This design comes from an exercise in tuning for small area on the open sky130 flow, not from production work.
Only simulation tests tie the RTL to the original design; equivalence was not proved.
Power and IR drop assume default switching activity.

$ cat flow/run.sh
#!/bin/bash
# Layout flow: the standard ORFS flow (standard.sh, unchanged synthesis), with
#  - port buffers made of the smallest buffer cell (buf_1) instead of clkdlybuf4s50_1,
#  - a clock tree whose leaf buffers are clkbuf_8 driving clusters of up to 20 flip-flops within 60 um,
#    with clkbuf_16 for the root and the trunk, and no dummy loads.
# make's full output goes to make.log here; each ORFS step's full log is in orfs/logs/.
set -euo pipefail
CTS="-sink_clustering_enable -repair_clock_nets -dont_use_dummy_load"
CTS="$CTS -sink_buffer_max_cap_derate 1.0"
CTS="$CTS -root_buf sky130_fd_sc_hd__clkbuf_16 -tree_buf sky130_fd_sc_hd__clkbuf_16"
CTS="$CTS -buf_list sky130_fd_sc_hd__clkbuf_8 -sink_clustering_buffer sky130_fd_sc_hd__clkbuf_8"
CTS="$CTS -sink_clustering_size 20 -sink_clustering_max_diameter 60"
bash standard.sh \
  "BUFFER_PORTS_ARGS=-buffer_cell sky130_fd_sc_hd__buf_1" \
  "CTS_ARGS=$CTS" \
  finish > make.log 2>&1
$ cat standard.sh
#!/bin/bash
# synth_recipe.tcl (not shown) runs the flow's synth.tcl, then flattens the netlist and writes it again
# the make line also repeats each setting of config.mk as NAME=value (left out here)
make -C /OpenROAD-flow-scripts/flow DESIGN_CONFIG=/design/flow/config.mk WORK_HOME=/design/flow/orfs CLKGATE_MAP_FILE= SYNTH_SCRIPT=/design/flow/synth_recipe.tcl "${@:-finish}"
$ cat config.mk
export PLATFORM = sky130hd
export DESIGN_NAME = cfi_log_queue
export DESIGN_NICKNAME = cfi_log_queue
export VERILOG_FILES = /design/flow/design.v
export SDC_FILE = /design/flow/constraint.sdc
export NUM_CORES = 4
export LEC_CHECK = 0
export CAP_MARGIN = 20
export CORE_MARGIN = 2
export CORE_UTILIZATION = 70
export PLACE_DENSITY = 0.85
export SLEW_MARGIN = 20
export SYNTH_HIERARCHICAL = 1
export SYNTH_MINIMUM_KEEP_SIZE = 0
$ cat constraint.sdc
create_clock -name core_clock -period 6.0 [get_ports {clk_i}]
set_input_delay 1.2000 -clock core_clock [delete_from_list [all_inputs] [get_ports {clk_i}]]
set_output_delay 1.2000 -clock core_clock [all_outputs]
set_load 0.01 [all_outputs]
$ cat design.v
package ariane_pkg;
  localparam int unsigned VLEN          = 64;
  localparam int unsigned CFI_LOG_DEPTH = 8;
  localparam int unsigned DROP_CNT_W    = 16;
  typedef struct packed {
    logic [31:0]     instr;
    logic [VLEN-1:0] addr_pc;
    logic [VLEN-1:0] addr_npc;
    logic [VLEN-1:0] addr_target;
  } cfi_log_t;
endpackage
module cfi_log_queue
#(
  parameter int unsigned NR_COMMIT_PORTS = 2,
  parameter int unsigned DEPTH           = ariane_pkg::CFI_LOG_DEPTH
) (
  input  logic                       clk_i,
  input  logic                       rst_i,
  input  logic [NR_COMMIT_PORTS*(32+3*ariane_pkg::VLEN)-1:0] log_i,
  input  logic [NR_COMMIT_PORTS-1:0] log_valid_i,
  output logic [(32+3*ariane_pkg::VLEN)-1:0] log_o,
  output logic                       log_valid_o,
  input  logic                       log_ready_i,
  output logic                       stall_o,
  output logic                       overflow_o,
  output logic [ariane_pkg::DROP_CNT_W-1:0] drop_cnt_o,
  input  logic                       clear_i
);
  localparam int unsigned LW = 32 + 3*ariane_pkg::VLEN;
  localparam int unsigned DW = ariane_pkg::DROP_CNT_W;
  logic [2:0]    rd_ptr_q, wr_ptr_q, wr_ptr_p1;
  logic [3:0]    count_q;
  logic          full, seven;
  logic          acc0, acc1, first, second, pop;
  logic [1:0]    n_drop;
  logic [7:0]    we, rd_sel;   
  logic [LW-1:0] d_even, d_odd;
  logic [DW-1:0] drop_cnt_q, drop_base;
  logic [DW:0]   drop_sum;
  logic          overflow_q;
  logic [LW-1:0] mem_q [8];
  assign full   = count_q[3];
  assign seven  = (count_q == 4'd7);
  assign acc0   = log_valid_i[0] && !full;
  assign acc1   = log_valid_i[1] && !full && !(seven && log_valid_i[0]);
  assign first  = acc0 || acc1;
  assign second = acc0 && acc1;
  assign n_drop = {1'b0, log_valid_i[0] && !acc0} + {1'b0, log_valid_i[1] && !acc1};
  assign pop    = (count_q != 4'd0) && log_ready_i;
  assign wr_ptr_p1 = wr_ptr_q + 3'd1;
  always_comb begin
    for (int k = 0; k < 8; k++) begin
      we[k]     = (first && wr_ptr_q == 3'(k)) || (second && wr_ptr_p1 == 3'(k));
      rd_sel[k] = (rd_ptr_q != 3'(k));
    end
  end
  assign d_even = ~((!wr_ptr_q[0] && log_valid_i[0]) ? log_i[0 +: LW] : log_i[LW +: LW]);
  assign d_odd  = ~(( wr_ptr_q[0] && log_valid_i[0]) ? log_i[0 +: LW] : log_i[LW +: LW]);
  assign drop_base = clear_i ? '0 : drop_cnt_q;
  assign drop_sum  = {1'b0, drop_base} + (DW+1)'(n_drop);
  always_ff @(posedge clk_i or posedge rst_i) begin
    if (rst_i) begin
      rd_ptr_q   <= '0;
      wr_ptr_q   <= '0;
      count_q    <= '0;
      drop_cnt_q <= '0;
      overflow_q <= 1'b0;
    end else begin
      rd_ptr_q   <= rd_ptr_q + 3'(pop);
      wr_ptr_q   <= wr_ptr_q + {1'b0, second, first ^ second};
      count_q    <= count_q + {2'b0, second, first ^ second} - 4'(pop);
      drop_cnt_q <= drop_sum[DW] ? '1 : drop_sum[DW-1:0];
      overflow_q <= (overflow_q && !clear_i) || (n_drop != 2'd0);
    end
  end
  always_ff @(posedge clk_i) begin
    for (int k = 0; k < 8; k += 2) begin
      if (we[k])   mem_q[k]   <= d_even;
      if (we[k+1]) mem_q[k+1] <= d_odd;
    end
  end
  for (genvar b = 0; b < LW; b++) begin : g_rd
    cfi_log_queue_rd_bit u_rd (
      .sel_i (rd_sel),
      .d_i   ({mem_q[7][b], mem_q[6][b], mem_q[5][b], mem_q[4][b],
               mem_q[3][b], mem_q[2][b], mem_q[1][b], mem_q[0][b]}),
      .q_o   (log_o[b])
    );
  end
  assign log_valid_o = (count_q != 4'd0);
  assign stall_o     = count_q[3] || seven;
  assign overflow_o  = overflow_q;
  assign drop_cnt_o  = drop_cnt_q;
endmodule
module cfi_log_queue_rd_bit (
  input  logic [7:0] sel_i,
  input  logic [7:0] d_i,
  output logic       q_o
);
  logic [3:0] p;
  for (genvar g = 0; g < 4; g++) begin : g_pair
    cfi_log_queue_oai22 u_p (.a_i(sel_i[2*g +: 2]), .b_i(d_i[2*g +: 2]), .y_o(p[g]));
  end
  assign q_o = |p;
endmodule
module cfi_log_queue_oai22 (
  input  logic [1:0] a_i,
  input  logic [1:0] b_i,
  output logic       y_o
);
  assign y_o = ~&(a_i | b_i);
endmodule
==> key figures <==
Floorplanning
  – Die X: 315 µm
  – Initial Utilization: 0.703
  – Core area: 96,300 µm²
  – Row count: 114
  – Total Die Area: 99,200 µm²
  – Die Ht: 315 µm
  – I/O Pins: approximately 700

Synth
  – Post-synth EDFFs: about 1,800
  – Post-synth top flop: edfxtp_1
  – Cells after synthesis: 3,607
  – Synth warnings: 8
  – Synth Register Bits: 1,819
  – Synth Area per Inst: ~19 µm²
  – Yosys cell types: 43
  – Syn Nets: a little over 4,000
  – Post-Syn Area: 67,700 µm²
  – Seq/Total Area, Yosys: 0.805
  – Ys async rst share: 0.0148

Critical path
  – Slowest cell on crit path: nand2_4
  – Crit path max fanout: 57
  – WP buf/inv: 2
  – CP required: 4.80 ns
  – CP top delay family: simple AND/OR/NAND/NOR gates
  – CP Data Arrival Time: 3.57 ns
  – Critical-path cell list: nor2_1 -> nand2_4 -> buf_4 -> o22ai_1 -> or4_1 -> buf_1
  – CP Launch Type: register
  – CP Depth: 6
  – Slowest stage delay, CP: 0.80 ns
  – Worst R2R Path Depth: 7
  – Critical path class: reg2out
  – Crit end category: output pin

Timing
  – RSZ-0062 raised after global routing: false
  – Number of setup violations in the final report: 0
  – Final Critical Period: 4.77 ns
  – Slew of the pin with the lowest slew margin: about 1.2 ns
  – Fin Clk Skew: approximately 0.063 ns
  – Fin. Hold Viols: 0
  – Worst Hold Margin: 0.529 ns
  – Period utilisation layout: 0.795
  – Max frequency: between 200 and 250 MHz
  – Slew margin rel.: 0.176
  – Count of pins over their slew limit: 0

Final layout
  – Final Instance Count excl. Fillers: 5,772
  – Layout cells sized above 1: 0.0502
  – Nets: 4,922
  – Area grow syn2layout: 10.6%
  – Commonest non-fill, non-tap cell in the layout: edfxtp_1
  – Post-route core utilization: 0.777
  – Multi-input gate area: 13,000 µm²
  – # fillers: 5,060
  – Final instance area: 74,800 µm²
  – Most frequent cells in the layout: 1,792 x edfxtp_1, 896 x o22ai_1, 696 x buf_1
  – Register area: 54,500 µm²

Route
  – Remaining DRCs: 0
  – Avg WL per Cell: around 32 µm
  – DRT antenna net count: 0
  – Initial DRT Pass Iterations: 8
  – Via count: 41,600
  – Wirelength, routed: 183 mm
  – Vias per cell: slightly above 7
  – Starting DRT DRC Count: approximately 5,700

CTS
  – CTS tree: built
  – Hold buffers post-CTS: 0
  – TritonCTS Buffers: between 100 and 150
  – Clock Latency Late Sink: 0.68 ns
  – Root Buffer: clkbuf_16
  – CTS Buffer Depth: 3
  – Reg clk slew, reported paths: 0.11 ns
  – Postcts setup bufs: 0
  – CTS sink count: ~1,800
  – Post-CTS resize count: 0
  – H-tree depth: 3

Pwr
  – Sequential fraction of design power: 0.499
  – P_int: 22.7 mW
  – Net Sw Frac: 0.366
  – Logic gate share of total power: 0.353
  – Pwr Density: 478 nW/µm²
  – LEAKAGE: between 20 and 25 nW
  – P_sw: 13.1 mW
  – Clk network pwr share: 0.148
  – Peak VDD IR: 0.376 mV

Placed design
  – Area after DPL: 73,100 µm²
  – Post-DP HPWL: between 100 and 150 mm
  – Final RePlAce weighted congestion: just under 0.9
  – Port-buffer cells: 696
  – Placed Cells incl. Taps: 5,610

Global routing
  – Pin count of the biggest net entering global routing: around 140
  – Initial antenna violation count: 62
  – First-pass GRT wire length: 261 mm
  – Gr usage total: 0.360
  – Grt total ovfl: 0
  – Vias in the first global route: 42,100

Flow run
  – Max-cap violations: 0

Worst hold path
  – Worst Hold Class: in2async

Run status
  – Status: timing/DRC/antenna clean
cell families (layout without fill, tap and decap cells):
kind of cell / after synthesis / after routing / share of synthesized area
other cells: 0 / 51 / 0
simple gates: 304 / 304 / 0.0320
compound gates: 918 / 918 / 0.0850
fa+ha+maj: 21 / 21 / 0.00422
mux: 449 / 449 / 0.0664
xor+xnor: 13 / 13 / 0.00168
flops: 1819 / 1819 / 0.805
buf+inv: 83 / 921 / 0.00564
layout make-up:
cell class | count | share of cell area
inverters | 27 | 0.00135
clock buffers | 111 | 0.0218
multi-input cells | 1705 | 0.174
flip-flops and latches | 1819 | 0.728
well taps | 1276 | 0.0213
diodes | 51 | 0.00171
repair buffers | 783 | 0.0521
per-module statistics from Yosys, one instance, submodules excluded:
module | copies in the design | flops+latches
cfi_log_queue_oai22 | 896 | 0
cfi_log_queue_rd_bit | 224 | 0
cfi_log_queue | 1 | 1819
flip-flops by register name (all words and copies together), names as in the netlist:
name,cells
count_q,4
wr_ptr_q,3
rd_ptr_q,3
drop_cnt_q,16
overflow_q,1
mem_q,1792
final timing paths:
kind | start | end | slack, ns
setup / recovery | rd_ptr_q[1]$_DFF_PP0_ | log_o[13] | 1.23
hold / removal | rst_i | drop_cnt_q[1]$_DFF_PP0_ | 0.53
setup reg to reg | wr_ptr_q[0]$_DFF_PP0_ | mem_q[5][3]$_DFFE_PP_ | 2.54
hold reg to reg | overflow_q$_DFF_PP0_ | overflow_q$_DFF_PP0_ | 0.55
max in group asynchronous | rst_i | rd_ptr_q[2]$_DFF_PP0_ | 4.93
min in group core_clock | overflow_q$_DFF_PP0_ | overflow_q$_DFF_PP0_ | 0.55
through the flow:
stage                      TNS, ns  total power, mW  worst slack (ns)
final                            0             35.7              1.23
after global routing             0             36.7              1.19
after CTS                        0             35.4              1.28
after detailed placement         0             30.4              1.80
after global placement           0             30.0              1.82
after floorplan           -3658.76             25.5             -3.21
synth_stat cells, drive strengths merged (5+ instances only):
cell,count,area [µm²]
o22ai,896,5610
nand2b,7,43.8
xnor2,10,87.6
nand2,17,63.8
edfxtp,1792,53800
inv,27,101
nor2,11,41.3
mux2i,449,4490
o21ai,8,51.3
ha,18,225
buf,51,262
dfrtp,27,676
nor2b,6,37.5
or4,224,1680
clkbuf,5,18.8
nand3,9,50.1
routing by layer:
metal  routed length (µm)  up-vias  global-route usage
met3                23500      555              0.0856
met4                 9010       40               0.198
met2                90200     3290               0.587
met1                60000    20600               0.451
met5                  260        -                   0
li1                     -    17200                   -
power by group through the flow:
stage / clock network [mW] / logic, mW / registers (mW)
after floorplan: 0 / 7.14 / 18.4
after global placement: 0 / 12.1 / 18.0
after detailed placement: 0 / 12.3 / 18.1
after CTS: 5.28 / 12.3 / 17.8
after global routing: 5.67 / 13.1 / 18.0
final: 5.28 / 12.6 / 17.8

-- static timing again, ports no longer ideal --
The results above use ideal ports. As a check the final layout listed here was re-extracted and re-timed, cells and wires unchanged.
Step 1: set_driving_cell puts a clkbuf_16 on clk_i and a buf_2 on each other input, an assumption about the parent block.
Step 2 adds t to the input delays and takes it off the output delays; t is the mean of the earliest and latest rising clock arrival at the registers after step 1. Input paths then give back, and output paths get back, about the clock's delay inside the block.
a / b / c = no drivers / after step 1 / after step 2; a / b = the first two.
t (ns): 0.730
slack for setup (ns): 1.230 / 1.160 / 1.765
worst hold slack (ns): 0.529 / 0.485 / 0.549
slew at the worst register clock pin (ns): 0.12 / 0.12
worst data-port slew with drivers (ns): 0.19
After both steps this run still meets setup and hold. The setup slack of this run moves by -0.070 ns with the drivers and by +0.535 ns with both steps.
